This design comes from an exercise in tuning for small area, a short achievable clock period and few clock cycles on the open sky130 flow, not from production work.
Only simulation tests tie the RTL to the original design; equivalence was not proved.
No activity file was given, so power comes from the tool's default toggle rates.

## flow/design.v (module list and top-level ports; edited modules follow where they fit)
// module mac_cs: 730 lines
// module window_mac5_acc: 92 lines
module window_mac5_acc #(
  parameter int WORD_WIDTH = window_mac5_acc_pkg::DEF_WORD_WIDTH,
  parameter int FRAC_BITS  = window_mac5_acc_pkg::DEF_FRAC_BITS,
  parameter int CNT_WIDTH  = 8
) (
  input  logic                  clk,
  input  logic                  rst,
  input  logic                  w_load,
  input  logic [2:0]            w_idx,
  input  logic [WORD_WIDTH-1:0] w_data,
  input  logic                  start,
  input  logic [CNT_WIDTH-1:0]  acc_len,
  input  logic                  in_valid,
  input  logic [WORD_WIDTH-1:0] data_in_0,
  input  logic [WORD_WIDTH-1:0] data_in_1,
  input  logic [WORD_WIDTH-1:0] data_in_2,
  input  logic [WORD_WIDTH-1:0] data_in_3,
  input  logic [WORD_WIDTH-1:0] data_in_4,
  output logic                  busy,
  output logic                  out_valid,
  output logic [WORD_WIDTH-1:0] out_data
);
  // ...
==> flow/run.sh <==
#!/bin/bash
# synth_recipe.tcl (not shown) runs the flow's synth.tcl, then flattens the netlist and writes it again
# the make line also repeats each setting of config.mk as NAME=value (left out here)
make -C /OpenROAD-flow-scripts/flow DESIGN_CONFIG=/design/flow/config.mk WORK_HOME=/design/flow/orfs CLKGATE_MAP_FILE= SYNTH_SCRIPT=/design/flow/synth_recipe.tcl finish
==> flow/config.mk <==
export PLATFORM = sky130hd
export DESIGN_NAME = window_mac5_acc
export DESIGN_NICKNAME = window_mac5_acc
export VERILOG_FILES = /design/flow/design.v
export SDC_FILE = /design/flow/constraint.sdc
export NUM_CORES = 4
export LEC_CHECK = 0
export CAP_MARGIN = 20
export CORE_MARGIN = 2
export CORE_UTILIZATION = 40
export SETUP_SLACK_MARGIN = 0.3
export SLEW_MARGIN = 20
==> flow/constraint.sdc <==
create_clock -name core_clock -period 7.5 [get_ports {clk}]
set_input_delay 1.5000 -clock core_clock [delete_from_list [all_inputs] [get_ports {clk}]]
set_output_delay 1.5000 -clock core_clock [all_outputs]
set_load 0.01 [all_outputs]
==> impl_metrics.csv, run 1 <==
group,metric,value,unit
global_route,grt_pass1_wl,124000,um
die,nWellTaps,931,
clocking,cts.reportedPaths.clkPinSlew,60,ps
logic_synthesis,synth_compound_area_share,22.4,%
place,portBuffers,129,
routing,drcViolationCount,0,
routing,viasPerCell,5.47,
layout,reg.largest.list,"x_sum (95), weight (80)",
clocking,cts_buffers,40,
layout,final_cells,4439,
clocking,ctsResizeCount,0,
power_and_ir_drop,p_seq,1890,uW
logic_synthesis,muxShareOfSynthArea,0.153,%
logic_synthesis,syn-num-nets,3984,
worst_setup_path,cp-endpoint,"acc_c[23]",
die,fp.dieW,268,um
clocking,cts_tree,"built",
status,status,"complete, no violations",
logic_synthesis,synth_area_leaders,"dfxtp_1 (23%), fa_1 (12%), ha_1 (7.5%)",
worst_setup_path,arrival,5300,ps
worst_setup_path,startpoint,"wr[4]",
logic_synthesis,postSynth.asyncResetShare,0,%
worst_setup_path,crit_buf_inv,4,
routing,wl_met3,4690,um
timing,fin_setup_tns,0,ps
layout,design.seq.count,326,
global_route,grt_pass1_vias,22600,
logic_synthesis,yosys.area_share.simple,19.6,%
layout,signal_buffer_area_fraction,5.58,%
place,place_area,29700,sq um
logic_synthesis,synth_xor_area_share,4.46,%
global_route,grt_use_met3,2.88,%
power_and_ir_drop,p_clk,1970,uW
min_path,min_from,"weight[39]",
layout,multi_input_gates,2615,
power_and_ir_drop,p_seq_share,37.5,%
layout,nClkBuffers,56,
place,place_hpwl,55400,um
routing,drt_iter0_markers,2223,
Testbench counts, summed over its fixed seeds: cycles 16,757.
==> module window_mac5_acc, before the edit <==
module window_mac5_acc #(
  parameter int WORD_WIDTH = window_mac5_acc_pkg::DEF_WORD_WIDTH,
  parameter int FRAC_BITS  = window_mac5_acc_pkg::DEF_FRAC_BITS,
  parameter int CNT_WIDTH  = 8
) (
  input  logic                  clk,
  input  logic                  rst,
  input  logic                  w_load,
  input  logic [2:0]            w_idx,
  input  logic [WORD_WIDTH-1:0] w_data,
  input  logic                  start,
  input  logic [CNT_WIDTH-1:0]  acc_len,
  input  logic                  in_valid,
  input  logic [WORD_WIDTH-1:0] data_in_0,
  input  logic [WORD_WIDTH-1:0] data_in_1,
  input  logic [WORD_WIDTH-1:0] data_in_2,
  input  logic [WORD_WIDTH-1:0] data_in_3,
  input  logic [WORD_WIDTH-1:0] data_in_4,
  output logic                  busy,
  output logic                  out_valid,
  output logic [WORD_WIDTH-1:0] out_data
);
  localparam int XW = WORD_WIDTH + 3;             
  localparam int SW = 2 * WORD_WIDTH + CNT_WIDTH + 2;   
  localparam logic [CNT_WIDTH-1:0] DONE_CNT = CNT_WIDTH'(-6);
  logic [4:0][WORD_WIDTH-1:0] weight;
  logic [4:0][WORD_WIDTH-1:0] window;
  logic [4:0][XW-1:0] x_sum;
  logic [4:0] ring;
  logic [XW-1:0] xr, x_sel;
  logic [WORD_WIDTH-1:0] wr, w_sel;
  logic [SW-1:0] acc_s, acc_c, nxt_s, nxt_c, total;
  logic [CNT_WIDTH-1:0] cnt;
  logic accum;
  logic go, accept, last, fire;
  logic [SW-FRAC_BITS-1:0] rounded;
  logic [WORD_WIDTH-1:0] result;
  assign window = {data_in_4, data_in_3, data_in_2, data_in_1, data_in_0};
  assign go = !busy && start && acc_len != '0;
  assign accept = accum && in_valid;
  assign last = accept && cnt == CNT_WIDTH'(1);
  assign fire = busy && !accum && cnt == DONE_CNT;
  always_comb begin
    x_sel = '0;
    w_sel = '0;
    for (int i = 0; i < 5; i++) begin
      x_sel = x_sel | ({XW{ring[i]}} & x_sum[i]);
      w_sel = w_sel | ({WORD_WIDTH{ring[i]}} & weight[i]);
    end
  end
  mac_cs u_mac (
    .w(wr),
    .x(xr),
    .ss(acc_s),
    .sc(acc_c),
    .ns(nxt_s),
    .nc(nxt_c)
  );
  assign total = acc_s + acc_c;
  assign rounded = total[SW-1:FRAC_BITS];
  always_comb begin
    if (&rounded[SW-FRAC_BITS-1:WORD_WIDTH-1] || ~|rounded[SW-FRAC_BITS-1:WORD_WIDTH-1])
      result = rounded[WORD_WIDTH-1:0];
    else
      result = {rounded[SW-FRAC_BITS-1], {(WORD_WIDTH-1){~rounded[SW-FRAC_BITS-1]}}};
  end
  always_ff @(posedge clk) begin
    for (int i = 0; i < 5; i++)
      x_sum[i] <= ((busy && !ring[i]) ? x_sum[i] : XW'(0))
                + (accept ? XW'($signed(window[i])) : XW'(0));
    xr <= busy ? x_sel : '0;
    wr <= w_sel;
    acc_s <= busy ? nxt_s : SW'(1 << (FRAC_BITS - 1));
    acc_c <= busy ? nxt_c : '0;
    cnt <= busy ? cnt - CNT_WIDTH'(!accum || in_valid) : acc_len;
    if (rst) begin
      ring <= 5'b00001;
      busy <= 1'b0;
      accum <= 1'b0;
      out_valid <= 1'b0;
      out_data <= '0;
      for (int i = 0; i < 5; i++) weight[i] <= '0;
    end else begin
      ring <= {ring[3:0], ring[4]};
      busy <= busy ? !fire : go;
      accum <= accum ? !last : go;
      out_valid <= fire;
      if (fire) out_data <= result;
      if (!busy && w_load && w_idx < 3'd5) weight[w_idx] <= w_data;
    end
  end
endmodule
==> run 2: changes to the inputs <==
--- a/flow/design.v
+++ b/flow/design.v
@@ -4,40 +4,17 @@
   localparam int DEF_FRAC_BITS = 8;
 endpackage
 module mac_cs (
-  input  logic [15:0] w,
+  input  logic [7:0] one,
+  input  logic [7:0] two,
+  input  logic [7:0] neg,
   input  logic [18:0] x,
   input  logic [41:0] ss,
   input  logic [41:0] sc,
   output logic [41:0] ns,
   output logic [41:0] nc
 );
-  logic [7:0] one, two, neg;
   logic [20:0] xe;
   assign xe = {{2{x[18]}}, x};
-  assign one[0] = w[0] ^ 1'b0;
-  assign two[0] = (w[1] & ~w[0] & ~1'b0) | (~w[1] & w[0] & 1'b0);
-  assign neg[0] = w[1];
-  assign one[1] = w[2] ^ w[1];
-  assign two[1] = (w[3] & ~w[2] & ~w[1]) | (~w[3] & w[2] & w[1]);
-  assign neg[1] = w[3];
-  assign one[2] = w[4] ^ w[3];
-  assign two[2] = (w[5] & ~w[4] & ~w[3]) | (~w[5] & w[4] & w[3]);
-  assign neg[2] = w[5];
-  assign one[3] = w[6] ^ w[5];
-  assign two[3] = (w[7] & ~w[6] & ~w[5]) | (~w[7] & w[6] & w[5]);
-  assign neg[3] = w[7];
-  assign one[4] = w[8] ^ w[7];
-  assign two[4] = (w[9] & ~w[8] & ~w[7]) | (~w[9] & w[8] & w[7]);
-  assign neg[4] = w[9];
-  assign one[5] = w[10] ^ w[9];
-  assign two[5] = (w[11] & ~w[10] & ~w[9]) | (~w[11] & w[10] & w[9]);
-  assign neg[5] = w[11];
-  assign one[6] = w[12] ^ w[11];
-  assign two[6] = (w[13] & ~w[12] & ~w[11]) | (~w[13] & w[12] & w[11]);
-  assign neg[6] = w[13];
-  assign one[7] = w[14] ^ w[13];
-  assign two[7] = (w[15] & ~w[14] & ~w[13]) | (~w[15] & w[14] & w[13]);
-  assign neg[7] = w[15];
   logic [19:0] pp0;
   assign pp0 = ({20{one[0]}} & xe[19:0] | {20{two[0]}} & {xe[18:0], 1'b0}) ^ {20{neg[0]}};
   logic [19:0] pp1;
@@ -328,8 +305,8 @@
   assign t56 = (pp4[1] & t42) | (pp4[1] & t44) | (t42 & t44);
   assign t57 = t51 ^ t53 ^ t46;
   assign t58 = (t51 & t53) | (t51 & t46) | (t53 & t46);
-  assign t59 = t55 ^ t48 ^ t57;
-  assign t60 = (t55 & t48) | (t55 & t57) | (t48 & t57);
+  assign t59 = t48 ^ t55 ^ t57;
+  assign t60 = (t48 & t55) | (t48 & t57) | (t55 & t57);
   assign ns[9] = t50;
   assign nc[9] = t59;
   assign t61 = ss[10] ^ sc[10] ^ neg[5];
@@ -370,8 +347,8 @@
   assign t92 = (pp6[0] & t85) | (pp6[0] & t74) | (t85 & t74);
   assign t93 = t76 ^ t78 ^ t87;
   assign t94 = (t76 & t78) | (t76 & t87) | (t78 & t87);
-  assign t95 = t89 ^ t91 ^ t80;
-  assign t96 = (t89 & t91) | (t89 & t80) | (t91 & t80);
+  assign t95 = t89 ^ t80 ^ t91;
+  assign t96 = (t89 & t80) | (t89 & t91) | (t80 & t91);
   assign t97 = t93 ^ t82 ^ t95;
   assign t98 = (t93 & t82) | (t93 & t95) | (t82 & t95);
   assign ns[12] = t84;
@@ -386,8 +363,8 @@
   assign t106 = (t86 & t88) | (t86 & t90) | (t88 & t90);
   assign t107 = t99 ^ t101 ^ t103;
   assign t108 = (t99 & t101) | (t99 & t103) | (t101 & t103);
-  assign t109 = t92 ^ t105 ^ t94;
-  assign t110 = (t92 & t105) | (t92 & t94) | (t105 & t94);
+  assign t109 = t92 ^ t94 ^ t105;
+  assign t110 = (t92 & t94) | (t92 & t105) | (t94 & t105);
   assign t111 = t107 ^ t96 ^ t109;
   assign t112 = (t107 & t96) | (t107 & t109) | (t96 & t109);
   assign ns[13] = t98;
@@ -404,8 +381,8 @@
   assign t122 = (t100 & t102) | (t100 & t104) | (t102 & t104);
   assign t123 = t115 ^ t117 ^ t119;
   assign t124 = (t115 & t117) | (t115 & t119) | (t117 & t119);
-  assign t125 = t106 ^ t121 ^ t108;
-  assign t126 = (t106 & t121) | (t106 & t108) | (t121 & t108);
+  assign t125 = t106 ^ t108 ^ t121;
+  assign t126 = (t106 & t108) | (t106 & t121) | (t108 & t121);
   assign t127 = t123 ^ t110 ^ t125;
   assign t128 = (t123 & t110) | (t123 & t125) | (t110 & t125);
   assign ns[14] = t112;
@@ -438,10 +415,10 @@
   assign t152 = (pp7[2] & t130) | (pp7[2] & t132) | (t130 & t132);
   assign t153 = t134 ^ t145 ^ t147;
   assign t154 = (t134 & t145) | (t134 & t147) | (t145 & t147);
-  assign t155 = t149 ^ t136 ^ t151;
-  assign t156 = (t149 & t136) | (t149 & t151) | (t136 & t151);
-  assign t157 = t138 ^ t153 ^ t140;
-  assign t158 = (t138 & t153) | (t138 & t140) | (t153 & t140);
+  assign t155 = t149 ^ t136 ^ t138;
+  assign t156 = (t149 & t136) | (t149 & t138) | (t136 & t138);
+  assign t157 = t151 ^ t153 ^ t140;
+  assign t158 = (t151 & t153) | (t151 & t140) | (t153 & t140);
   assign t159 = t155 ^ t142 ^ t157;
   assign t160 = (t155 & t142) | (t155 & t157) | (t142 & t157);
   assign ns[16] = t144;
@@ -456,10 +433,10 @@
   assign t168 = (pp7[3] & t146) | (pp7[3] & t148) | (t146 & t148);
   assign t169 = t150 ^ t161 ^ t163;
   assign t170 = (t150 & t161) | (t150 & t163) | (t161 & t163);
-  assign t171 = t165 ^ t152 ^ t167;
-  assign t172 = (t165 & t152) | (t165 & t167) | (t152 & t167);
-  assign t173 = t154 ^ t169 ^ t156;
-  assign t174 = (t154 & t169) | (t154 & t156) | (t169 & t156);
+  assign t171 = t165 ^ t152 ^ t154;
+  assign t172 = (t165 & t152) | (t165 & t154) | (t152 & t154);
+  assign t173 = t167 ^ t169 ^ t156;
+  assign t174 = (t167 & t169) | (t167 & t156) | (t169 & t156);
   assign t175 = t171 ^ t158 ^ t173;
   assign t176 = (t171 & t158) | (t171 & t173) | (t158 & t173);
   assign ns[17] = t160;
@@ -474,10 +451,10 @@
   assign t184 = (pp7[4] & t162) | (pp7[4] & t164) | (t162 & t164);
   assign t185 = t166 ^ t177 ^ t179;
   assign t186 = (t166 & t177) | (t166 & t179) | (t177 & t179);
-  assign t187 = t181 ^ t168 ^ t183;
-  assign t188 = (t181 & t168) | (t181 & t183) | (t168 & t183);
-  assign t189 = t170 ^ t185 ^ t172;
-  assign t190 = (t170 & t185) | (t170 & t172) | (t185 & t172);
+  assign t187 = t181 ^ t168 ^ t170;
+  assign t188 = (t181 & t168) | (t181 & t170) | (t168 & t170);
+  assign t189 = t183 ^ t185 ^ t172;
+  assign t190 = (t183 & t185) | (t183 & t172) | (t185 & t172);
   assign t191 = t187 ^ t174 ^ t189;
   assign t192 = (t187 & t174) | (t187 & t189) | (t174 & t189);
   assign ns[18] = t176;
@@ -494,8 +471,8 @@
   assign t202 = (t178 & t180) | (t178 & t182) | (t180 & t182);
   assign t203 = t195 ^ t197 ^ t199;
   assign t204 = (t195 & t197) | (t195 & t199) | (t197 & t199);
-  assign t205 = t184 ^ t201 ^ t186;
-  assign t206 = (t184 & t201) | (t184 & t186) | (t201 & t186);
+  assign t205 = t184 ^ t186 ^ t201;
+  assign t206 = (t184 & t186) | (t184 & t201) | (t186 & t201);
   assign t207 = t203 ^ t188 ^ t205;
   assign t208 = (t203 & t188) | (t203 & t205) | (t188 & t205);
   assign t209 = t190 ^ t207;
@@ -514,8 +491,8 @@
   assign t220 = (t196 & t198) | (t196 & t200) | (t198 & t200);
   assign t221 = t213 ^ t215 ^ t217;
   assign t222 = (t213 & t215) | (t213 & t217) | (t215 & t217);
-  assign t223 = t202 ^ t219 ^ t204;
-  assign t224 = (t202 & t219) | (t202 & t204) | (t219 & t204);
+  assign t223 = t202 ^ t204 ^ t219;
+  assign t224 = (t202 & t204) | (t202 & t219) | (t204 & t219);
   assign t225 = t221 ^ t206 ^ t223;
   assign t226 = (t221 & t206) | (t221 & t223) | (t206 & t223);
   assign t227 = t208 ^ t225;
@@ -524,34 +501,34 @@
   assign nc[20] = t227;
   assign t229 = ss[21] ^ sc[21] ^ t212;
   assign t230 = (ss[21] & sc[21]) | (ss[21] & t212) | (sc[21] & t212);
-  assign t231 = t229 ^ ~pp1[19] ^ pp2[17];
-  assign t232 = (t229 & ~pp1[19]) | (t229 & pp2[17]) | (~pp1[19] & pp2[17]);
-  assign t233 = pp3[15] ^ pp4[13] ^ pp5[11];
-  assign t234 = (pp3[15] & pp4[13]) | (pp3[15] & pp5[11]) | (pp4[13] & pp5[11]);
-  assign t235 = pp6[9] ^ pp7[7] ^ t214;
-  assign t236 = (pp6[9] & pp7[7]) | (pp6[9] & t214) | (pp7[7] & t214);
+  assign t231 = ~pp1[19] ^ pp2[17] ^ pp3[15];
+  assign t232 = (~pp1[19] & pp2[17]) | (~pp1[19] & pp3[15]) | (pp2[17] & pp3[15]);
+  assign t233 = pp4[13] ^ pp5[11] ^ pp6[9];
+  assign t234 = (pp4[13] & pp5[11]) | (pp4[13] & pp6[9]) | (pp5[11] & pp6[9]);
+  assign t235 = pp7[7] ^ t229 ^ t214;
+  assign t236 = (pp7[7] & t229) | (pp7[7] & t214) | (t229 & t214);
   assign t237 = t216 ^ t218 ^ t231;
   assign t238 = (t216 & t218) | (t216 & t231) | (t218 & t231);
-  assign t239 = t233 ^ t220 ^ t235;
-  assign t240 = (t233 & t220) | (t233 & t235) | (t220 & t235);
-  assign t241 = t222 ^ t237 ^ t224;
-  assign t242 = (t222 & t237) | (t222 & t224) | (t237 & t224);
+  assign t239 = t233 ^ t220 ^ t222;
+  assign t240 = (t233 & t220) | (t233 & t222) | (t220 & t222);
+  assign t241 = t235 ^ t237 ^ t224;
+  assign t242 = (t235 & t237) | (t235 & t224) | (t237 & t224);
   assign t243 = t239 ^ t226 ^ t241;
   assign t244 = (t239 & t226) | (t239 & t241) | (t226 & t241);
   assign ns[21] = t228;
   assign nc[21] = t243;
   assign t245 = 1'b1 ^ ss[22] ^ sc[22];
   assign t246 = (1'b1 & ss[22]) | (1'b1 & sc[22]) | (ss[22] & sc[22]);
-  assign t247 = t245 ^ t230 ^ pp2[18];
-  assign t248 = (t245 & t230) | (t245 & pp2[18]) | (t230 & pp2[18]);
-  assign t249 = pp3[16] ^ pp4[14] ^ pp5[12];
-  assign t250 = (pp3[16] & pp4[14]) | (pp3[16] & pp5[12]) | (pp4[14] & pp5[12]);
-  assign t251 = pp6[10] ^ pp7[8] ^ t232;
-  assign t252 = (pp6[10] & pp7[8]) | (pp6[10] & t232) | (pp7[8] & t232);
+  assign t247 = t245 ^ pp2[18] ^ pp3[16];
+  assign t248 = (t245 & pp2[18]) | (t245 & pp3[16]) | (pp2[18] & pp3[16]);
+  assign t249 = pp4[14] ^ pp5[12] ^ pp6[10];
+  assign t250 = (pp4[14] & pp5[12]) | (pp4[14] & pp6[10]) | (pp5[12] & pp6[10]);
+  assign t251 = pp7[8] ^ t230 ^ t232;
+  assign t252 = (pp7[8] & t230) | (pp7[8] & t232) | (t230 & t232);
   assign t253 = t234 ^ t247 ^ t249;
   assign t254 = (t234 & t247) | (t234 & t249) | (t247 & t249);
-  assign t255 = t236 ^ t251 ^ t238;
-  assign t256 = (t236 & t251) | (t236 & t238) | (t251 & t238);
+  assign t255 = t236 ^ t238 ^ t251;
+  assign t256 = (t236 & t238) | (t236 & t251) | (t238 & t251);
   assign t257 = t253 ^ t240 ^ t255;
   assign t258 = (t253 & t240) | (t253 & t255) | (t240 & t255);
   assign t259 = t242 ^ t257;
@@ -560,28 +537,28 @@
   assign nc[22] = t244;
   assign t261 = ss[23] ^ sc[23] ^ t246;
   assign t262 = (ss[23] & sc[23]) | (ss[23] & t246) | (sc[23] & t246);
-  assign t263 = t261 ^ ~pp2[19] ^ pp3[17];
-  assign t264 = (t261 & ~pp2[19]) | (t261 & pp3[17]) | (~pp2[19] & pp3[17]);
-  assign t265 = pp4[15] ^ pp5[13] ^ pp6[11];
-  assign t266 = (pp4[15] & pp5[13]) | (pp4[15] & pp6[11]) | (pp5[13] & pp6[11]);
-  assign t267 = pp7[9] ^ t248 ^ t250;
-  assign t268 = (pp7[9] & t248) | (pp7[9] & t250) | (t248 & t250);
+  assign t263 = ~pp2[19] ^ pp3[17] ^ pp4[15];
+  assign t264 = (~pp2[19] & pp3[17]) | (~pp2[19] & pp4[15]) | (pp3[17] & pp4[15]);
+  assign t265 = pp5[13] ^ pp6[11] ^ pp7[9];
+  assign t266 = (pp5[13] & pp6[11]) | (pp5[13] & pp7[9]) | (pp6[11] & pp7[9]);
+  assign t267 = t261 ^ t248 ^ t250;
+  assign t268 = (t261 & t248) | (t261 & t250) | (t248 & t250);
   assign t269 = t263 ^ t265 ^ t252;
   assign t270 = (t263 & t265) | (t263 & t252) | (t265 & t252);
-  assign t271 = t267 ^ t254 ^ t269;
-  assign t272 = (t267 & t254) | (t267 & t269) | (t254 & t269);
+  assign t271 = t254 ^ t267 ^ t269;
+  assign t272 = (t254 & t267) | (t254 & t269) | (t267 & t269);
   assign t273 = t256 ^ t271 ^ t258;
   assign t274 = (t256 & t271) | (t256 & t258) | (t271 & t258);
   assign ns[23] = t260;
   assign nc[23] = t273;
   assign t275 = 1'b1 ^ ss[24] ^ sc[24];
   assign t276 = (1'b1 & ss[24]) | (1'b1 & sc[24]) | (ss[24] & sc[24]);
-  assign t277 = t275 ^ t262 ^ pp3[18];
-  assign t278 = (t275 & t262) | (t275 & pp3[18]) | (t262 & pp3[18]);
-  assign t279 = pp4[16] ^ pp5[14] ^ pp6[12];
-  assign t280 = (pp4[16] & pp5[14]) | (pp4[16] & pp6[12]) | (pp5[14] & pp6[12]);
-  assign t281 = pp7[10] ^ t264 ^ t266;
-  assign t282 = (pp7[10] & t264) | (pp7[10] & t266) | (t264 & t266);
+  assign t277 = t275 ^ pp3[18] ^ pp4[16];
+  assign t278 = (t275 & pp3[18]) | (t275 & pp4[16]) | (pp3[18] & pp4[16]);
+  assign t279 = pp5[14] ^ pp6[12] ^ pp7[10];
+  assign t280 = (pp5[14] & pp6[12]) | (pp5[14] & pp7[10]) | (pp6[12] & pp7[10]);
+  assign t281 = t262 ^ t264 ^ t266;
+  assign t282 = (t262 & t264) | (t262 & t266) | (t264 & t266);
   assign t283 = t277 ^ t279 ^ t268;
   assign t284 = (t277 & t279) | (t277 & t268) | (t279 & t268);
   assign t285 = t281 ^ t270 ^ t283;
@@ -592,26 +569,26 @@
   assign nc[24] = t274;
   assign t289 = ss[25] ^ sc[25] ^ t276;
   assign t290 = (ss[25] & sc[25]) | (ss[25] & t276) | (sc[25] & t276);
-  assign t291 = t289 ^ ~pp3[19] ^ pp4[17];
-  assign t292 = (t289 & ~pp3[19]) | (t289 & pp4[17]) | (~pp3[19] & pp4[17]);
-  assign t293 = pp5[15] ^ pp6[13] ^ pp7[11];
-  assign t294 = (pp5[15] & pp6[13]) | (pp5[15] & pp7[11]) | (pp6[13] & pp7[11]);
+  assign t291 = ~pp3[19] ^ pp4[17] ^ pp5[15];
+  assign t292 = (~pp3[19] & pp4[17]) | (~pp3[19] & pp5[15]) | (pp4[17] & pp5[15]);
+  assign t293 = pp6[13] ^ pp7[11] ^ t289;
+  assign t294 = (pp6[13] & pp7[11]) | (pp6[13] & t289) | (pp7[11] & t289);
   assign t295 = t278 ^ t280 ^ t291;
   assign t296 = (t278 & t280) | (t278 & t291) | (t280 & t291);
-  assign t297 = t293 ^ t282 ^ t295;
-  assign t298 = (t293 & t282) | (t293 & t295) | (t282 & t295);
+  assign t297 = t282 ^ t293 ^ t295;
+  assign t298 = (t282 & t293) | (t282 & t295) | (t293 & t295);
   assign t299 = t284 ^ t297 ^ t286;
   assign t300 = (t284 & t297) | (t284 & t286) | (t297 & t286);
   assign ns[25] = t288;
   assign nc[25] = t299;
   assign t301 = 1'b1 ^ ss[26] ^ sc[26];
   assign t302 = (1'b1 & ss[26]) | (1'b1 & sc[26]) | (ss[26] & sc[26]);
-  assign t303 = t301 ^ t290 ^ pp4[18];
-  assign t304 = (t301 & t290) | (t301 & pp4[18]) | (t290 & pp4[18]);
-  assign t305 = pp5[16] ^ pp6[14] ^ pp7[12];
-  assign t306 = (pp5[16] & pp6[14]) | (pp5[16] & pp7[12]) | (pp6[14] & pp7[12]);
-  assign t307 = t292 ^ t294 ^ t303;
-  assign t308 = (t292 & t294) | (t292 & t303) | (t294 & t303);
+  assign t303 = t301 ^ pp4[18] ^ pp5[16];
+  assign t304 = (t301 & pp4[18]) | (t301 & pp5[16]) | (pp4[18] & pp5[16]);
+  assign t305 = pp6[14] ^ pp7[12] ^ t290;
+  assign t306 = (pp6[14] & pp7[12]) | (pp6[14] & t290) | (pp7[12] & t290);
+  assign t307 = t292 ^ t303 ^ t294;
+  assign t308 = (t292 & t303) | (t292 & t294) | (t303 & t294);
   assign t309 = t305 ^ t296 ^ t307;
   assign t310 = (t305 & t296) | (t305 & t307) | (t296 & t307);
   assign t311 = t298 ^ t309;
@@ -620,22 +597,22 @@
   assign nc[26] = t300;
   assign t313 = ss[27] ^ sc[27] ^ t302;
   assign t314 = (ss[27] & sc[27]) | (ss[27] & t302) | (sc[27] & t302);
-  assign t315 = t313 ^ ~pp4[19] ^ pp5[17];
-  assign t316 = (t313 & ~pp4[19]) | (t313 & pp5[17]) | (~pp4[19] & pp5[17]);
-  assign t317 = pp6[15] ^ pp7[13] ^ t304;
-  assign t318 = (pp6[15] & pp7[13]) | (pp6[15] & t304) | (pp7[13] & t304);
-  assign t319 = t306 ^ t315 ^ t317;
-  assign t320 = (t306 & t315) | (t306 & t317) | (t315 & t317);
+  assign t315 = ~pp4[19] ^ pp5[17] ^ pp6[15];
+  assign t316 = (~pp4[19] & pp5[17]) | (~pp4[19] & pp6[15]) | (pp5[17] & pp6[15]);
+  assign t317 = pp7[13] ^ t313 ^ t304;
+  assign t318 = (pp7[13] & t313) | (pp7[13] & t304) | (t313 & t304);
+  assign t319 = t315 ^ t306 ^ t317;
+  assign t320 = (t315 & t306) | (t315 & t317) | (t306 & t317);
   assign t321 = t308 ^ t319 ^ t310;
   assign t322 = (t308 & t319) | (t308 & t310) | (t319 & t310);
   assign ns[27] = t312;
   assign nc[27] = t321;
   assign t323 = 1'b1 ^ ss[28] ^ sc[28];
   assign t324 = (1'b1 & ss[28]) | (1'b1 & sc[28]) | (ss[28] & sc[28]);
-  assign t325 = t323 ^ t314 ^ pp5[18];
-  assign t326 = (t323 & t314) | (t323 & pp5[18]) | (t314 & pp5[18]);
-  assign t327 = pp6[16] ^ pp7[14] ^ t316;
-  assign t328 = (pp6[16] & pp7[14]) | (pp6[16] & t316) | (pp7[14] & t316);
+  assign t325 = t323 ^ pp5[18] ^ pp6[16];
+  assign t326 = (t323 & pp5[18]) | (t323 & pp6[16]) | (pp5[18] & pp6[16]);
+  assign t327 = pp7[14] ^ t314 ^ t316;
+  assign t328 = (pp7[14] & t314) | (pp7[14] & t316) | (t314 & t316);
   assign t329 = t325 ^ t318 ^ t327;
   assign t330 = (t325 & t318) | (t325 & t327) | (t318 & t327);
   assign t331 = t320 ^ t329;
@@ -644,44 +621,44 @@
   assign nc[28] = t322;
   assign t333 = ss[29] ^ sc[29] ^ t324;
   assign t334 = (ss[29] & sc[29]) | (ss[29] & t324) | (sc[29] & t324);
-  assign t335 = t333 ^ ~pp5[19] ^ pp6[17];
-  assign t336 = (t333 & ~pp5[19]) | (t333 & pp6[17]) | (~pp5[19] & pp6[17]);
-  assign t337 = pp7[15] ^ t326 ^ t335;
-  assign t338 = (pp7[15] & t326) | (pp7[15] & t335) | (t326 & t335);
+  assign t335 = ~pp5[19] ^ pp6[17] ^ pp7[15];
+  assign t336 = (~pp5[19] & pp6[17]) | (~pp5[19] & pp7[15]) | (pp6[17] & pp7[15]);
+  assign t337 = t333 ^ t326 ^ t335;
+  assign t338 = (t333 & t326) | (t333 & t335) | (t326 & t335);
   assign t339 = t328 ^ t337 ^ t330;
   assign t340 = (t328 & t337) | (t328 & t330) | (t337 & t330);
   assign ns[29] = t332;
   assign nc[29] = t339;
   assign t341 = 1'b1 ^ ss[30] ^ sc[30];
   assign t342 = (1'b1 & ss[30]) | (1'b1 & sc[30]) | (ss[30] & sc[30]);
-  assign t343 = t341 ^ t334 ^ pp6[18];
-  assign t344 = (t341 & t334) | (t341 & pp6[18]) | (t334 & pp6[18]);
-  assign t345 = pp7[16] ^ t336 ^ t343;
-  assign t346 = (pp7[16] & t336) | (pp7[16] & t343) | (t336 & t343);
+  assign t343 = t341 ^ pp6[18] ^ pp7[16];
+  assign t344 = (t341 & pp6[18]) | (t341 & pp7[16]) | (pp6[18] & pp7[16]);
+  assign t345 = t334 ^ t336 ^ t343;
+  assign t346 = (t334 & t336) | (t334 & t343) | (t336 & t343);
   assign t347 = t338 ^ t345;
   assign t348 = t338 & t345;
   assign ns[30] = t347;
   assign nc[30] = t340;
   assign t349 = ss[31] ^ sc[31] ^ t342;
   assign t350 = (ss[31] & sc[31]) | (ss[31] & t342) | (sc[31] & t342);
-  assign t351 = t349 ^ ~pp6[19] ^ pp7[17];
-  assign t352 = (t349 & ~pp6[19]) | (t349 & pp7[17]) | (~pp6[19] & pp7[17]);
+  assign t351 = ~pp6[19] ^ pp7[17] ^ t349;
+  assign t352 = (~pp6[19] & pp7[17]) | (~pp6[19] & t349) | (pp7[17] & t349);
   assign t353 = t344 ^ t351 ^ t346;
   assign t354 = (t344 & t351) | (t344 & t346) | (t351 & t346);
   assign ns[31] = t348;
   assign nc[31] = t353;
   assign t355 = 1'b1 ^ ss[32] ^ sc[32];
   assign t356 = (1'b1 & ss[32]) | (1'b1 & sc[32]) | (ss[32] & sc[32]);
-  assign t357 = t355 ^ t350 ^ pp7[18];
-  assign t358 = (t355 & t350) | (t355 & pp7[18]) | (t350 & pp7[18]);
+  assign t357 = t355 ^ pp7[18] ^ t350;
+  assign t358 = (t355 & pp7[18]) | (t355 & t350) | (pp7[18] & t350);
   assign t359 = t352 ^ t357;
   assign t360 = t352 & t357;
   assign ns[32] = t359;
   assign nc[32] = t354;
   assign t361 = ss[33] ^ sc[33] ^ t356;
   assign t362 = (ss[33] & sc[33]) | (ss[33] & t356) | (sc[33] & t356);
-  assign t363 = t361 ^ ~pp7[19] ^ t358;
-  assign t364 = (t361 & ~pp7[19]) | (t361 & t358) | (~pp7[19] & t358);
+  assign t363 = ~pp7[19] ^ t361 ^ t358;
+  assign t364 = (~pp7[19] & t361) | (~pp7[19] & t358) | (t361 & t358);
   assign ns[33] = t360;
   assign nc[33] = t363;
   assign t365 = 1'b1 ^ ss[34] ^ sc[34];
@@ -733,6 +710,542 @@
   assign ns[41] = t392;
   assign nc[41] = t395;
 endmodule
+module booth_enc (
+  input  logic [15:0] w,
+  output logic [7:0] one,
+  output logic [7:0] two,
+  output logic [7:0] neg
+);
+  assign one[0] = w[0] ^ 1'b0;
+  assign two[0] = (w[1] & ~w[0] & ~1'b0) | (~w[1] & w[0] & 1'b0);
+  assign neg[0] = w[1];
+  assign one[1] = w[2] ^ w[1];
+  assign two[1] = (w[3] & ~w[2] & ~w[1]) | (~w[3] & w[2] & w[1]);
+  assign neg[1] = w[3];
+  assign one[2] = w[4] ^ w[3];
+  assign two[2] = (w[5] & ~w[4] & ~w[3]) | (~w[5] & w[4] & w[3]);
+  assign neg[2] = w[5];
+  assign one[3] = w[6] ^ w[5];
+  assign two[3] = (w[7] & ~w[6] & ~w[5]) | (~w[7] & w[6] & w[5]);
+  assign neg[3] = w[7];
+  assign one[4] = w[8] ^ w[7];
+  assign two[4] = (w[9] & ~w[8] & ~w[7]) | (~w[9] & w[8] & w[7]);
+  assign neg[4] = w[9];
+  assign one[5] = w[10] ^ w[9];
+  assign two[5] = (w[11] & ~w[10] & ~w[9]) | (~w[11] & w[10] & w[9]);
+  assign neg[5] = w[11];
+  assign one[6] = w[12] ^ w[11];
+  assign two[6] = (w[13] & ~w[12] & ~w[11]) | (~w[13] & w[12] & w[11]);
+  assign neg[6] = w[13];
+  assign one[7] = w[14] ^ w[13];
+  assign two[7] = (w[15] & ~w[14] & ~w[13]) | (~w[15] & w[14] & w[13]);
+  assign neg[7] = w[15];
+endmodule
+module cpa_acc (
+  input  logic [41:0] a,
+  input  logic [41:0] b,
+  output logic [41:0] y
+);
+  logic [41:0] p, g0;
+  assign p = a ^ b;
+  assign g0 = a & b;
+  logic g1_1, p1_1;
+  assign g1_1 = g0[1] | (p[1] & g0[0]);
+  assign p1_1 = p[1] & p[0];
+  logic g1_3, p1_3;
+  assign g1_3 = g0[3] | (p[3] & g0[2]);
+  assign p1_3 = p[3] & p[2];
+  logic g1_5, p1_5;
+  assign g1_5 = g0[5] | (p[5] & g0[4]);
+  assign p1_5 = p[5] & p[4];
+  logic g1_7, p1_7;
+  assign g1_7 = g0[7] | (p[7] & g0[6]);
+  assign p1_7 = p[7] & p[6];
+  logic g1_9, p1_9;
+  assign g1_9 = g0[9] | (p[9] & g0[8]);
+  assign p1_9 = p[9] & p[8];
+  logic g1_11, p1_11;
+  assign g1_11 = g0[11] | (p[11] & g0[10]);
+  assign p1_11 = p[11] & p[10];
+  logic g1_13, p1_13;
+  assign g1_13 = g0[13] | (p[13] & g0[12]);
+  assign p1_13 = p[13] & p[12];
+  logic g1_15, p1_15;
+  assign g1_15 = g0[15] | (p[15] & g0[14]);
+  assign p1_15 = p[15] & p[14];
+  logic g1_17, p1_17;
+  assign g1_17 = g0[17] | (p[17] & g0[16]);
+  assign p1_17 = p[17] & p[16];
+  logic g1_19, p1_19;
+  assign g1_19 = g0[19] | (p[19] & g0[18]);
+  assign p1_19 = p[19] & p[18];
+  logic g1_21, p1_21;
+  assign g1_21 = g0[21] | (p[21] & g0[20]);
+  assign p1_21 = p[21] & p[20];
+  logic g1_23, p1_23;
+  assign g1_23 = g0[23] | (p[23] & g0[22]);
+  assign p1_23 = p[23] & p[22];
+  logic g1_25, p1_25;
+  assign g1_25 = g0[25] | (p[25] & g0[24]);
+  assign p1_25 = p[25] & p[24];
+  logic g1_27, p1_27;
+  assign g1_27 = g0[27] | (p[27] & g0[26]);
+  assign p1_27 = p[27] & p[26];
+  logic g1_29, p1_29;
+  assign g1_29 = g0[29] | (p[29] & g0[28]);
+  assign p1_29 = p[29] & p[28];
+  logic g1_31, p1_31;
+  assign g1_31 = g0[31] | (p[31] & g0[30]);
+  assign p1_31 = p[31] & p[30];
+  logic g1_33, p1_33;
+  assign g1_33 = g0[33] | (p[33] & g0[32]);
+  assign p1_33 = p[33] & p[32];
+  logic g1_35, p1_35;
+  assign g1_35 = g0[35] | (p[35] & g0[34]);
+  assign p1_35 = p[35] & p[34];
+  logic g1_37, p1_37;
+  assign g1_37 = g0[37] | (p[37] & g0[36]);
+  assign p1_37 = p[37] & p[36];
+  logic g1_39, p1_39;
+  assign g1_39 = g0[39] | (p[39] & g0[38]);
+  assign p1_39 = p[39] & p[38];
+  logic g1_41, p1_41;
+  assign g1_41 = g0[41] | (p[41] & g0[40]);
+  assign p1_41 = p[41] & p[40];
+  logic g2_2, p2_2;
+  assign g2_2 = g0[2] | (p[2] & g1_1);
+  assign p2_2 = p[2] & p1_1;
+  logic g2_3, p2_3;
+  assign g2_3 = g1_3 | (p1_3 & g1_1);
+  assign p2_3 = p1_3 & p1_1;
+  logic g2_6, p2_6;
+  assign g2_6 = g0[6] | (p[6] & g1_5);
+  assign p2_6 = p[6] & p1_5;
+  logic g2_7, p2_7;
+  assign g2_7 = g1_7 | (p1_7 & g1_5);
+  assign p2_7 = p1_7 & p1_5;
+  logic g2_10, p2_10;
+  assign g2_10 = g0[10] | (p[10] & g1_9);
+  assign p2_10 = p[10] & p1_9;
+  logic g2_11, p2_11;
+  assign g2_11 = g1_11 | (p1_11 & g1_9);
+  assign p2_11 = p1_11 & p1_9;
+  logic g2_14, p2_14;
+  assign g2_14 = g0[14] | (p[14] & g1_13);
+  assign p2_14 = p[14] & p1_13;
+  logic g2_15, p2_15;
+  assign g2_15 = g1_15 | (p1_15 & g1_13);
+  assign p2_15 = p1_15 & p1_13;
+  logic g2_18, p2_18;
+  assign g2_18 = g0[18] | (p[18] & g1_17);
+  assign p2_18 = p[18] & p1_17;
+  logic g2_19, p2_19;
+  assign g2_19 = g1_19 | (p1_19 & g1_17);
+  assign p2_19 = p1_19 & p1_17;
+  logic g2_22, p2_22;
+  assign g2_22 = g0[22] | (p[22] & g1_21);
+  assign p2_22 = p[22] & p1_21;
+  logic g2_23, p2_23;
+  assign g2_23 = g1_23 | (p1_23 & g1_21);
+  assign p2_23 = p1_23 & p1_21;
+  logic g2_26, p2_26;
+  assign g2_26 = g0[26] | (p[26] & g1_25);
+  assign p2_26 = p[26] & p1_25;
+  logic g2_27, p2_27;
+  assign g2_27 = g1_27 | (p1_27 & g1_25);
+  assign p2_27 = p1_27 & p1_25;
+  logic g2_30, p2_30;
+  assign g2_30 = g0[30] | (p[30] & g1_29);
+  assign p2_30 = p[30] & p1_29;
+  logic g2_31, p2_31;
+  assign g2_31 = g1_31 | (p1_31 & g1_29);
+  assign p2_31 = p1_31 & p1_29;
+  logic g2_34, p2_34;
+  assign g2_34 = g0[34] | (p[34] & g1_33);
+  assign p2_34 = p[34] & p1_33;
+  logic g2_35, p2_35;
+  assign g2_35 = g1_35 | (p1_35 & g1_33);
+  assign p2_35 = p1_35 & p1_33;
+  logic g2_38, p2_38;
+  assign g2_38 = g0[38] | (p[38] & g1_37);
+  assign p2_38 = p[38] & p1_37;
+  logic g2_39, p2_39;
+  assign g2_39 = g1_39 | (p1_39 & g1_37);
+  assign p2_39 = p1_39 & p1_37;
+  logic g3_4, p3_4;
+  assign g3_4 = g0[4] | (p[4] & g2_3);
+  assign p3_4 = p[4] & p2_3;
+  logic g3_5, p3_5;
+  assign g3_5 = g1_5 | (p1_5 & g2_3);
+  assign p3_5 = p1_5 & p2_3;
+  logic g3_6, p3_6;
+  assign g3_6 = g2_6 | (p2_6 & g2_3);
+  assign p3_6 = p2_6 & p2_3;
+  logic g3_7, p3_7;
+  assign g3_7 = g2_7 | (p2_7 & g2_3);
+  assign p3_7 = p2_7 & p2_3;
+  logic g3_12, p3_12;
+  assign g3_12 = g0[12] | (p[12] & g2_11);
+  assign p3_12 = p[12] & p2_11;
+  logic g3_13, p3_13;
+  assign g3_13 = g1_13 | (p1_13 & g2_11);
+  assign p3_13 = p1_13 & p2_11;
+  logic g3_14, p3_14;
+  assign g3_14 = g2_14 | (p2_14 & g2_11);
+  assign p3_14 = p2_14 & p2_11;
+  logic g3_15, p3_15;
+  assign g3_15 = g2_15 | (p2_15 & g2_11);
+  assign p3_15 = p2_15 & p2_11;
+  logic g3_20, p3_20;
+  assign g3_20 = g0[20] | (p[20] & g2_19);
+  assign p3_20 = p[20] & p2_19;
+  logic g3_21, p3_21;
+  assign g3_21 = g1_21 | (p1_21 & g2_19);
+  assign p3_21 = p1_21 & p2_19;
+  logic g3_22, p3_22;
+  assign g3_22 = g2_22 | (p2_22 & g2_19);
+  assign p3_22 = p2_22 & p2_19;
+  logic g3_23, p3_23;
+  assign g3_23 = g2_23 | (p2_23 & g2_19);
+  assign p3_23 = p2_23 & p2_19;
+  logic g3_28, p3_28;
+  assign g3_28 = g0[28] | (p[28] & g2_27);
+  assign p3_28 = p[28] & p2_27;
+  logic g3_29, p3_29;
+  assign g3_29 = g1_29 | (p1_29 & g2_27);
+  assign p3_29 = p1_29 & p2_27;
+  logic g3_30, p3_30;
+  assign g3_30 = g2_30 | (p2_30 & g2_27);
+  assign p3_30 = p2_30 & p2_27;
+  logic g3_31, p3_31;
+  assign g3_31 = g2_31 | (p2_31 & g2_27);
+  assign p3_31 = p2_31 & p2_27;
+  logic g3_36, p3_36;
+  assign g3_36 = g0[36] | (p[36] & g2_35);
+  assign p3_36 = p[36] & p2_35;
+  logic g3_37, p3_37;
+  assign g3_37 = g1_37 | (p1_37 & g2_35);
+  assign p3_37 = p1_37 & p2_35;
+  logic g3_38, p3_38;
+  assign g3_38 = g2_38 | (p2_38 & g2_35);
+  assign p3_38 = p2_38 & p2_35;
+  logic g3_39, p3_39;
+  assign g3_39 = g2_39 | (p2_39 & g2_35);
+  assign p3_39 = p2_39 & p2_35;
+  logic g4_8, p4_8;
+  assign g4_8 = g0[8] | (p[8] & g3_7);
+  assign p4_8 = p[8] & p3_7;
+  logic g4_9, p4_9;
+  assign g4_9 = g1_9 | (p1_9 & g3_7);
+  assign p4_9 = p1_9 & p3_7;
+  logic g4_10, p4_10;
+  assign g4_10 = g2_10 | (p2_10 & g3_7);
+  assign p4_10 = p2_10 & p3_7;
+  logic g4_11, p4_11;
+  assign g4_11 = g2_11 | (p2_11 & g3_7);
+  assign p4_11 = p2_11 & p3_7;
+  logic g4_12, p4_12;
+  assign g4_12 = g3_12 | (p3_12 & g3_7);
+  assign p4_12 = p3_12 & p3_7;
+  logic g4_13, p4_13;
+  assign g4_13 = g3_13 | (p3_13 & g3_7);
+  assign p4_13 = p3_13 & p3_7;
+  logic g4_14, p4_14;
+  assign g4_14 = g3_14 | (p3_14 & g3_7);
+  assign p4_14 = p3_14 & p3_7;
+  logic g4_15, p4_15;
+  assign g4_15 = g3_15 | (p3_15 & g3_7);
+  assign p4_15 = p3_15 & p3_7;
+  logic g4_24, p4_24;
+  assign g4_24 = g0[24] | (p[24] & g3_23);
+  assign p4_24 = p[24] & p3_23;
+  logic g4_25, p4_25;
+  assign g4_25 = g1_25 | (p1_25 & g3_23);
+  assign p4_25 = p1_25 & p3_23;
+  logic g4_26, p4_26;
+  assign g4_26 = g2_26 | (p2_26 & g3_23);
+  assign p4_26 = p2_26 & p3_23;
+  logic g4_27, p4_27;
+  assign g4_27 = g2_27 | (p2_27 & g3_23);
+  assign p4_27 = p2_27 & p3_23;
+  logic g4_28, p4_28;
+  assign g4_28 = g3_28 | (p3_28 & g3_23);
+  assign p4_28 = p3_28 & p3_23;
+  logic g4_29, p4_29;
+  assign g4_29 = g3_29 | (p3_29 & g3_23);
+  assign p4_29 = p3_29 & p3_23;
+  logic g4_30, p4_30;
+  assign g4_30 = g3_30 | (p3_30 & g3_23);
+  assign p4_30 = p3_30 & p3_23;
+  logic g4_31, p4_31;
+  assign g4_31 = g3_31 | (p3_31 & g3_23);
+  assign p4_31 = p3_31 & p3_23;
+  logic g4_40, p4_40;
+  assign g4_40 = g0[40] | (p[40] & g3_39);
+  assign p4_40 = p[40] & p3_39;
+  logic g4_41, p4_41;
+  assign g4_41 = g1_41 | (p1_41 & g3_39);
+  assign p4_41 = p1_41 & p3_39;
+  logic g5_16, p5_16;
+  assign g5_16 = g0[16] | (p[16] & g4_15);
+  assign p5_16 = p[16] & p4_15;
+  logic g5_17, p5_17;
+  assign g5_17 = g1_17 | (p1_17 & g4_15);
+  assign p5_17 = p1_17 & p4_15;
+  logic g5_18, p5_18;
+  assign g5_18 = g2_18 | (p2_18 & g4_15);
+  assign p5_18 = p2_18 & p4_15;
+  logic g5_19, p5_19;
+  assign g5_19 = g2_19 | (p2_19 & g4_15);
+  assign p5_19 = p2_19 & p4_15;
+  logic g5_20, p5_20;
+  assign g5_20 = g3_20 | (p3_20 & g4_15);
+  assign p5_20 = p3_20 & p4_15;
+  logic g5_21, p5_21;
+  assign g5_21 = g3_21 | (p3_21 & g4_15);
+  assign p5_21 = p3_21 & p4_15;
+  logic g5_22, p5_22;
+  assign g5_22 = g3_22 | (p3_22 & g4_15);
+  assign p5_22 = p3_22 & p4_15;
+  logic g5_23, p5_23;
+  assign g5_23 = g3_23 | (p3_23 & g4_15);
+  assign p5_23 = p3_23 & p4_15;
+  logic g5_24, p5_24;
+  assign g5_24 = g4_24 | (p4_24 & g4_15);
+  assign p5_24 = p4_24 & p4_15;
+  logic g5_25, p5_25;
+  assign g5_25 = g4_25 | (p4_25 & g4_15);
+  assign p5_25 = p4_25 & p4_15;
+  logic g5_26, p5_26;
+  assign g5_26 = g4_26 | (p4_26 & g4_15);
+  assign p5_26 = p4_26 & p4_15;
+  logic g5_27, p5_27;
+  assign g5_27 = g4_27 | (p4_27 & g4_15);
+  assign p5_27 = p4_27 & p4_15;
+  logic g5_28, p5_28;
+  assign g5_28 = g4_28 | (p4_28 & g4_15);
+  assign p5_28 = p4_28 & p4_15;
+  logic g5_29, p5_29;
+  assign g5_29 = g4_29 | (p4_29 & g4_15);
+  assign p5_29 = p4_29 & p4_15;
+  logic g5_30, p5_30;
+  assign g5_30 = g4_30 | (p4_30 & g4_15);
+  assign p5_30 = p4_30 & p4_15;
+  logic g5_31, p5_31;
+  assign g5_31 = g4_31 | (p4_31 & g4_15);
+  assign p5_31 = p4_31 & p4_15;
+  logic g6_32, p6_32;
+  assign g6_32 = g0[32] | (p[32] & g5_31);
+  assign p6_32 = p[32] & p5_31;
+  logic g6_33, p6_33;
+  assign g6_33 = g1_33 | (p1_33 & g5_31);
+  assign p6_33 = p1_33 & p5_31;
+  logic g6_34, p6_34;
+  assign g6_34 = g2_34 | (p2_34 & g5_31);
+  assign p6_34 = p2_34 & p5_31;
+  logic g6_35, p6_35;
+  assign g6_35 = g2_35 | (p2_35 & g5_31);
+  assign p6_35 = p2_35 & p5_31;
+  logic g6_36, p6_36;
+  assign g6_36 = g3_36 | (p3_36 & g5_31);
+  assign p6_36 = p3_36 & p5_31;
+  logic g6_37, p6_37;
+  assign g6_37 = g3_37 | (p3_37 & g5_31);
+  assign p6_37 = p3_37 & p5_31;
+  logic g6_38, p6_38;
+  assign g6_38 = g3_38 | (p3_38 & g5_31);
+  assign p6_38 = p3_38 & p5_31;
+  logic g6_39, p6_39;
+  assign g6_39 = g3_39 | (p3_39 & g5_31);
+  assign p6_39 = p3_39 & p5_31;
+  logic g6_40, p6_40;
+  assign g6_40 = g4_40 | (p4_40 & g5_31);
+  assign p6_40 = p4_40 & p5_31;
+  logic g6_41, p6_41;
+  assign g6_41 = g4_41 | (p4_41 & g5_31);
+  assign p6_41 = p4_41 & p5_31;
+  assign y[0] = p[0];
+  assign y[1] = p[1] ^ g0[0];
+  assign y[2] = p[2] ^ g1_1;
+  assign y[3] = p[3] ^ g2_2;
+  assign y[4] = p[4] ^ g2_3;
+  assign y[5] = p[5] ^ g3_4;
+  assign y[6] = p[6] ^ g3_5;
+  assign y[7] = p[7] ^ g3_6;
+  assign y[8] = p[8] ^ g3_7;
+  assign y[9] = p[9] ^ g4_8;
+  assign y[10] = p[10] ^ g4_9;
+  assign y[11] = p[11] ^ g4_10;
+  assign y[12] = p[12] ^ g4_11;
+  assign y[13] = p[13] ^ g4_12;
+  assign y[14] = p[14] ^ g4_13;
+  assign y[15] = p[15] ^ g4_14;
+  assign y[16] = p[16] ^ g4_15;
+  assign y[17] = p[17] ^ g5_16;
+  assign y[18] = p[18] ^ g5_17;
+  assign y[19] = p[19] ^ g5_18;
+  assign y[20] = p[20] ^ g5_19;
+  assign y[21] = p[21] ^ g5_20;
+  assign y[22] = p[22] ^ g5_21;
+  assign y[23] = p[23] ^ g5_22;
+  assign y[24] = p[24] ^ g5_23;
+  assign y[25] = p[25] ^ g5_24;
+  assign y[26] = p[26] ^ g5_25;
+  assign y[27] = p[27] ^ g5_26;
+  assign y[28] = p[28] ^ g5_27;
+  assign y[29] = p[29] ^ g5_28;
+  assign y[30] = p[30] ^ g5_29;
+  assign y[31] = p[31] ^ g5_30;
+  assign y[32] = p[32] ^ g5_31;
+  assign y[33] = p[33] ^ g6_32;
+  assign y[34] = p[34] ^ g6_33;
+  assign y[35] = p[35] ^ g6_34;
+  assign y[36] = p[36] ^ g6_35;
+  assign y[37] = p[37] ^ g6_36;
+  assign y[38] = p[38] ^ g6_37;
+  assign y[39] = p[39] ^ g6_38;
+  assign y[40] = p[40] ^ g6_39;
+  assign y[41] = p[41] ^ g6_40;
+endmodule
+module cpa_x (
+  input  logic [18:0] a,
+  input  logic [18:0] b,
+  output logic [18:0] y
+);
+  logic [18:0] p, g0;
+  assign p = a ^ b;
+  assign g0 = a & b;
+  logic g1_1, p1_1;
+  assign g1_1 = g0[1] | (p[1] & g0[0]);
+  assign p1_1 = p[1] & p[0];
+  logic g1_3, p1_3;
+  assign g1_3 = g0[3] | (p[3] & g0[2]);
+  assign p1_3 = p[3] & p[2];
+  logic g1_5, p1_5;
+  assign g1_5 = g0[5] | (p[5] & g0[4]);
+  assign p1_5 = p[5] & p[4];
+  logic g1_7, p1_7;
+  assign g1_7 = g0[7] | (p[7] & g0[6]);
+  assign p1_7 = p[7] & p[6];
+  logic g1_9, p1_9;
+  assign g1_9 = g0[9] | (p[9] & g0[8]);
+  assign p1_9 = p[9] & p[8];
+  logic g1_11, p1_11;
+  assign g1_11 = g0[11] | (p[11] & g0[10]);
+  assign p1_11 = p[11] & p[10];
+  logic g1_13, p1_13;
+  assign g1_13 = g0[13] | (p[13] & g0[12]);
+  assign p1_13 = p[13] & p[12];
+  logic g1_15, p1_15;
+  assign g1_15 = g0[15] | (p[15] & g0[14]);
+  assign p1_15 = p[15] & p[14];
+  logic g1_17, p1_17;
+  assign g1_17 = g0[17] | (p[17] & g0[16]);
+  assign p1_17 = p[17] & p[16];
+  logic g2_2, p2_2;
+  assign g2_2 = g0[2] | (p[2] & g1_1);
+  assign p2_2 = p[2] & p1_1;
+  logic g2_3, p2_3;
+  assign g2_3 = g1_3 | (p1_3 & g1_1);
+  assign p2_3 = p1_3 & p1_1;
+  logic g2_6, p2_6;
+  assign g2_6 = g0[6] | (p[6] & g1_5);
+  assign p2_6 = p[6] & p1_5;
+  logic g2_7, p2_7;
+  assign g2_7 = g1_7 | (p1_7 & g1_5);
+  assign p2_7 = p1_7 & p1_5;
+  logic g2_10, p2_10;
+  assign g2_10 = g0[10] | (p[10] & g1_9);
+  assign p2_10 = p[10] & p1_9;
+  logic g2_11, p2_11;
+  assign g2_11 = g1_11 | (p1_11 & g1_9);
+  assign p2_11 = p1_11 & p1_9;
+  logic g2_14, p2_14;
+  assign g2_14 = g0[14] | (p[14] & g1_13);
+  assign p2_14 = p[14] & p1_13;
+  logic g2_15, p2_15;
+  assign g2_15 = g1_15 | (p1_15 & g1_13);
+  assign p2_15 = p1_15 & p1_13;
+  logic g2_18, p2_18;
+  assign g2_18 = g0[18] | (p[18] & g1_17);
+  assign p2_18 = p[18] & p1_17;
+  logic g3_4, p3_4;
+  assign g3_4 = g0[4] | (p[4] & g2_3);
+  assign p3_4 = p[4] & p2_3;
+  logic g3_5, p3_5;
+  assign g3_5 = g1_5 | (p1_5 & g2_3);
+  assign p3_5 = p1_5 & p2_3;
+  logic g3_6, p3_6;
+  assign g3_6 = g2_6 | (p2_6 & g2_3);
+  assign p3_6 = p2_6 & p2_3;
+  logic g3_7, p3_7;
+  assign g3_7 = g2_7 | (p2_7 & g2_3);
+  assign p3_7 = p2_7 & p2_3;
+  logic g3_12, p3_12;
+  assign g3_12 = g0[12] | (p[12] & g2_11);
+  assign p3_12 = p[12] & p2_11;
+  logic g3_13, p3_13;
+  assign g3_13 = g1_13 | (p1_13 & g2_11);
+  assign p3_13 = p1_13 & p2_11;
+  logic g3_14, p3_14;
+  assign g3_14 = g2_14 | (p2_14 & g2_11);
+  assign p3_14 = p2_14 & p2_11;
+  logic g3_15, p3_15;
+  assign g3_15 = g2_15 | (p2_15 & g2_11);
+  assign p3_15 = p2_15 & p2_11;
+  logic g4_8, p4_8;
+  assign g4_8 = g0[8] | (p[8] & g3_7);
+  assign p4_8 = p[8] & p3_7;
+  logic g4_9, p4_9;
+  assign g4_9 = g1_9 | (p1_9 & g3_7);
+  assign p4_9 = p1_9 & p3_7;
+  logic g4_10, p4_10;
+  assign g4_10 = g2_10 | (p2_10 & g3_7);
+  assign p4_10 = p2_10 & p3_7;
+  logic g4_11, p4_11;
+  assign g4_11 = g2_11 | (p2_11 & g3_7);
+  assign p4_11 = p2_11 & p3_7;
+  logic g4_12, p4_12;
+  assign g4_12 = g3_12 | (p3_12 & g3_7);
+  assign p4_12 = p3_12 & p3_7;
+  logic g4_13, p4_13;
+  assign g4_13 = g3_13 | (p3_13 & g3_7);
+  assign p4_13 = p3_13 & p3_7;
+  logic g4_14, p4_14;
+  assign g4_14 = g3_14 | (p3_14 & g3_7);
+  assign p4_14 = p3_14 & p3_7;
+  logic g4_15, p4_15;
+  assign g4_15 = g3_15 | (p3_15 & g3_7);
+  assign p4_15 = p3_15 & p3_7;
+  logic g5_16, p5_16;
+  assign g5_16 = g0[16] | (p[16] & g4_15);
+  assign p5_16 = p[16] & p4_15;
+  logic g5_17, p5_17;
+  assign g5_17 = g1_17 | (p1_17 & g4_15);
+  assign p5_17 = p1_17 & p4_15;
+  logic g5_18, p5_18;
+  assign g5_18 = g2_18 | (p2_18 & g4_15);
+  assign p5_18 = p2_18 & p4_15;
+  assign y[0] = p[0];
+  assign y[1] = p[1] ^ g0[0];
+  assign y[2] = p[2] ^ g1_1;
+  assign y[3] = p[3] ^ g2_2;
+  assign y[4] = p[4] ^ g2_3;
+  assign y[5] = p[5] ^ g3_4;
+  assign y[6] = p[6] ^ g3_5;
+  assign y[7] = p[7] ^ g3_6;
+  assign y[8] = p[8] ^ g3_7;
+  assign y[9] = p[9] ^ g4_8;
+  assign y[10] = p[10] ^ g4_9;
+  assign y[11] = p[11] ^ g4_10;
+  assign y[12] = p[12] ^ g4_11;
+  assign y[13] = p[13] ^ g4_12;
+  assign y[14] = p[14] ^ g4_13;
+  assign y[15] = p[15] ^ g4_14;
+  assign y[16] = p[16] ^ g4_15;
+  assign y[17] = p[17] ^ g5_16;
+  assign y[18] = p[18] ^ g5_17;
+endmodule
 import window_mac5_acc_pkg::*;
 module window_mac5_acc #(
   parameter int WORD_WIDTH = window_mac5_acc_pkg::DEF_WORD_WIDTH,
@@ -764,8 +1277,10 @@
   logic [4:0][XW-1:0] x_sum;
   logic [4:0] ring;
   logic [XW-1:0] xr, x_sel;
-  logic [WORD_WIDTH-1:0] wr, w_sel;
-  logic [SW-1:0] acc_s, acc_c, nxt_s, nxt_c, total;
+  logic [WORD_WIDTH-1:0] w_sel;
+  logic [WORD_WIDTH/2-1:0] one, two, neg, one_r, two_r, neg_r;
+  logic [SW-1:0] acc_s, acc_c, in_s, in_c, nxt_s, nxt_c, total;
+  logic [4:0][XW-1:0] x_keep, x_add, x_nxt;
   logic [CNT_WIDTH-1:0] cnt;
   logic accum;
   logic go, accept, last, fire;
@@ -784,15 +1299,29 @@
       w_sel = w_sel | ({WORD_WIDTH{ring[i]}} & weight[i]);
     end
   end
+  booth_enc u_enc (
+    .w(w_sel),
+    .one(one),
+    .two(two),
+    .neg(neg)
+  );
+  assign in_s = busy ? acc_s : SW'(1 << (FRAC_BITS - 1));
+  assign in_c = busy ? acc_c : '0;
   mac_cs u_mac (
-    .w(wr),
+    .one(one_r),
+    .two(two_r),
+    .neg(neg_r),
     .x(xr),
-    .ss(acc_s),
-    .sc(acc_c),
+    .ss(in_s),
+    .sc(in_c),
     .ns(nxt_s),
     .nc(nxt_c)
   );
-  assign total = acc_s + acc_c;
+  cpa_acc u_total (
+    .a(acc_s),
+    .b(acc_c),
+    .y(total)
+  );
   assign rounded = total[SW-1:FRAC_BITS];
   always_comb begin
     if (&rounded[SW-FRAC_BITS-1:WORD_WIDTH-1] || ~|rounded[SW-FRAC_BITS-1:WORD_WIDTH-1])
@@ -800,14 +1329,23 @@
     else
       result = {rounded[SW-FRAC_BITS-1], {(WORD_WIDTH-1){~rounded[SW-FRAC_BITS-1]}}};
   end
+  for (genvar i = 0; i < 5; i++) begin : g_tap
+    assign x_keep[i] = (busy && !ring[i]) ? x_sum[i] : XW'(0);
+    assign x_add[i] = accept ? XW'($signed(window[i])) : XW'(0);
+    cpa_x u_add (
+      .a(x_keep[i]),
+      .b(x_add[i]),
+      .y(x_nxt[i])
+    );
+  end
   always_ff @(posedge clk) begin
-    for (int i = 0; i < 5; i++)
-      x_sum[i] <= ((busy && !ring[i]) ? x_sum[i] : XW'(0))
-                + (accept ? XW'($signed(window[i])) : XW'(0));
-    xr <= busy ? x_sel : '0;
-    wr <= w_sel;
-    acc_s <= busy ? nxt_s : SW'(1 << (FRAC_BITS - 1));
-    acc_c <= busy ? nxt_c : '0;
+    x_sum <= x_nxt;
+    xr <= (busy && !rst) ? x_sel : '0;
+    one_r <= one;
+    two_r <= two;
+    neg_r <= neg;
+    acc_s <= nxt_s;
+    acc_c <= nxt_c;
     cnt <= busy ? cnt - CNT_WIDTH'(!accum || in_valid) : acc_len;
     if (rst) begin
       ring <= 5'b00001;
==> impl_metrics.csv, run 2 <==
group,metric,value,unit
status,status,"complete, no violations",
worst_setup_path,crit_cells,16,
timing,rsz0062_at_grt,"false",
layout,area_delta_synth_final,13.8,%
global_route,antenna_found_initial,0,
logic_synthesis,synth_top_area_share,28.6,%
clocking,clockBufferDepth,3,
layout,drive_above_1_share,5.13,%
worst_setup_path,path_delay_family,"compound AO/OA/AOI/OAI gates",
layout,diodes,0,
logic_synthesis,synthFlopType,"dfxtp_1",
worst_setup_path,r2r_end,"out_data[0]",
die,io_pins,130,
layout,regArea,6690,sq um
logic_synthesis,synth.distinct_cells,68,
timing,fmax,200,MHz
place,place_hpwl,44800,um
power_and_ir_drop,power_density,203,nW/um^2
worst_setup_path,arrival,5420,ps
timing,fin_setup_tns,0,ps
logic_synthesis,netlist_instances,2510,
min_path,hold_class,"flop to flop",
layout,multi_input_area,15200,sq um
routing,wire_per_inst,18.2,um
die,core-area,57800,sq um
clocking,cts_tree,"built",
timing,setup_viol,0,
worst_setup_path,cp_slowest_stage_delay,540,ps
timing,fin_ws,2500,ps
routing,drcViolationCount,0,
clocking,cts.reportedPaths.clkPinSlew,60,ps
logic_synthesis,synth_most_common_cell,"dfxtp_1",
worst_setup_path,crit_chain,"ha_1 > a21oi_1 > o21ai_1 > a22oi_1 > nand3_1 > a211oi_1 > nor2_1 > or2_2 > fa_1 > xor2_1 > nor2_1 > or4b_1 > nor4_1 > nand4b_1 > o21ai_2 > a31oi_1",
logic_synthesis,syn-num-nets,2977,
logic_synthesis,ys_ff_latch,334,
routing,dr.pass1.iters,6,
global_route,grt_pass1_vias,18400,
place,dpl_worst_slack,2050,ps
clocking,cts_sinks,334,
logic_synthesis,postSynth.asyncResetShare,0,%
routing,viasPerCell,5.37,
timing,hold_viol_final,0,
timing,period_share,66.7,%
clocking,cts_buffers,40,
worst_setup_path,r2r_start,"acc_s[5]",
clocking,hold_buffers,0,
layout,nFillCells,5464,
clocking,htree_levels,2,
logic_synthesis,synth_area_leader_cell,"dfxtp_1",
timing,slew_headroom,31.2,%
place,portBuffers,129,
worst_setup_path,start_kind,"flop",
logic_synthesis,yosys-top-cells-count,"dfxtp_1 (334), a22oi_1 (260), inv_1 (223)",
logic_synthesis,yosysWarnings,1,
timing,slew_viol_final,0,
clocking,cts_setup_buffers,0,
routing,drt_wl_total,60800,um
global_route,grt_max_degree,104,
routing,ant_nets,0,
die,die-area,60400,sq um
die,die_h,246,um
power_and_ir_drop,peakVddDrop,0.138,mV
global_route,grt_pass1_wl,99100,um
clocking,ctsResizeCount,0,
die,fp.dieW,246,um
layout,nets,3006,
die,initial_utilization,40.5,%
global_route,grt.total_usage,20.4,%
routing,drt_iter0_markers,1413,
worst_setup_path,startpoint,"acc_s[5]",
layout,top_register,"x_sum",
min_path,hold_end,"out_data[9]",
worst_setup_path,critPathKind,"flop to flop",
routing,vias,17900,
job,maxCapViolations,0,
worst_setup_path,cp_slowest_cell,"o21ai_2",
worst_setup_path,crit_buf_inv,0,
logic_synthesis,synth_edf_count,0,
worst_setup_path,r2r_cells,16,
global_route,grt-ovfl-total,0,
worst_setup_path,r2r_slack,2500,ps
layout,reg.largest.list,"x_sum (95), weight (80)",
die,row_count,88,
worst_setup_path,cp.required,7920,ps
logic_synthesis,synth_area,23400,sq um
min_path,hold_depth,2,
worst_setup_path,path_common_cell,"nor2_1",
clocking,clk_latency,570,ps
timing,tightest_slew,1030,ps
place,place_congestion,0.869,
layout,largest_reg_flops,95,
power_and_ir_drop,leakage,0.0115,uW
logic_synthesis,syn_avg_cell_area,9.32,sq um
timing,period_needed,5000,ps
worst_setup_path,endpoint_kind,"flop",
worst_setup_path,critPathMaxFanout,14,
layout,layout_commonest_cell,"dfxtp_1",
timing,fin_skew,20.4,ps
logic_synthesis,ys_seq_area_share,28.6,%
min_path,min_from,"out_data[9]",
layout,final_cell_mix,"dfxtp_1 (332), a22oi_1 (260), inv_1 (223), fa_1 (194), ha_1 (161)",
logic_synthesis,synth_area_leaders,"dfxtp_1 (29%), fa_1 (17%), ha_1 (8.6%)",
clocking,cts_root_buf,"clkbuf_16",
## run 2: changes by cell type in the layout (fill, tap and decap cells not counted), moves of 59 or more
cell	change
xnor2_1	+76
inv_1	-81
o21ai_0	-138
nand2_1	-132
a21oi_1	-154
maj3_1	-61
o22ai_1	-59
nor2_1	-175
and2_1	-71
a22oi_1	+105
## run 2: worst max path at each step
stage and end:
4_1_cts out_data[4], 3_3_place_gp x_sum[74], 5_1_grt x_sum[92], 3_5_place_dp x_sum[35], 2_1_floorplan x_sum[35], 6_report out_data[0]
## run 2: cell type report
type | instances | share of cell area, %
clock buffers | 57 | 4.53
inverters | 226 | 3.19
clock inverters | 17 | 0.804
well taps | 765 | 3.60
multi-input cells | 1784 | 57.2
flip-flops and latches | 334 | 25.1
repair buffers | 153 | 5.49
## run 2: cell families after synthesis
kind of cell | synth area share [%]
AOI/OAI and AO/OA | 16.4
xor gates and xnor gates | 9.77
adders and majority gates | 25.2
buffers and inverters | 6.34
DFF | 28.6
muxes | 0.0856
and+or+nand+nor | 13.6
## run 2: per-stage QoR
step | utilization (%) | total power [uW] | instance area (sq um) | std cells | hold slack (ps)
after global routing | 46.0 | 5700 | 26600 | 3336 | 540
after global placement | 43.6 | 3350 | 25200 | 3262 | 489
after floorplan | - | 3030 | 23400 | 2510 | 459
after detailed placement | 43.6 | 3390 | 25200 | 3262 | 500
after CTS | 46.0 | 5450 | 26600 | 3336 | 512
final | 46.0 | 5390 | 26600 | 3336 | 509
## run 2: layer usage
metal | global-route usage [%] | vias to the layer above | wire length (um)
met3 | 2.65 | 87 | 3440
met4 | 6.06 | 0 | 1300
li1 | - | 8635 | -
met1 | 28.0 | 8633 | 27900
met5 | 0 | - | 0
met2 | 33.3 | 574 | 28200
## run 2: worst register-to-register path: cells and delay by family, from the launching register on
kind	cells	cell delay (ps)
fa+ha+maj	2	680
simple gates	7	1810
compound gates	6	1900
xor+xnor	1	180
flops	1	310
## run 2: power by group
part | internal, uW | switching, uW
clock network | 1230 | 812
logic | 564 | 767
registers | 1920 | 98.4
total | 3720 | 1680
Testbench counts of run 2, summed over its fixed seeds: cycles 16,757.

re-timing with driven ports:
No port has a modelled driver above. Below, the same layouts with a new extraction and two added sets of constraints.
Step 1 (the two cells are an assumption about what drives the block):
set clk [get_ports {clk}]
set_driving_cell -lib_cell sky130_fd_sc_hd__clkbuf_16 $clk
set_driving_cell -lib_cell sky130_fd_sc_hd__buf_2 [delete_from_list [all_inputs] $clk]
Step 2 moves the port delays by t, midway between the first and last clock arrival at a register: inputs arrive t later, outputs are due t later. That takes back most of the time a late clock gives input paths.
Slacks: ideal ports / drivers / drivers and shift; pairs: ideal ports / drivers.
run | t, ns | slack for setup (ns) | worst setup path at the end | latest minus earliest clock arrival (ns) | worst slew at a driven data input, ns
run 1 | 0.641 | 2.649 / 2.649 / 2.076 | input to register | 0.057 / 0.057 | 0.06
run 2 | 0.621 | 2.497 / 2.497 / 1.980 | input to register | 0.021 / 0.021 | 0.04
After both steps every run listed still meets setup and hold. For run 1, which loses most, drivers alone change the setup slack by 0.000 ns; drivers and shift together by -0.573 ns.
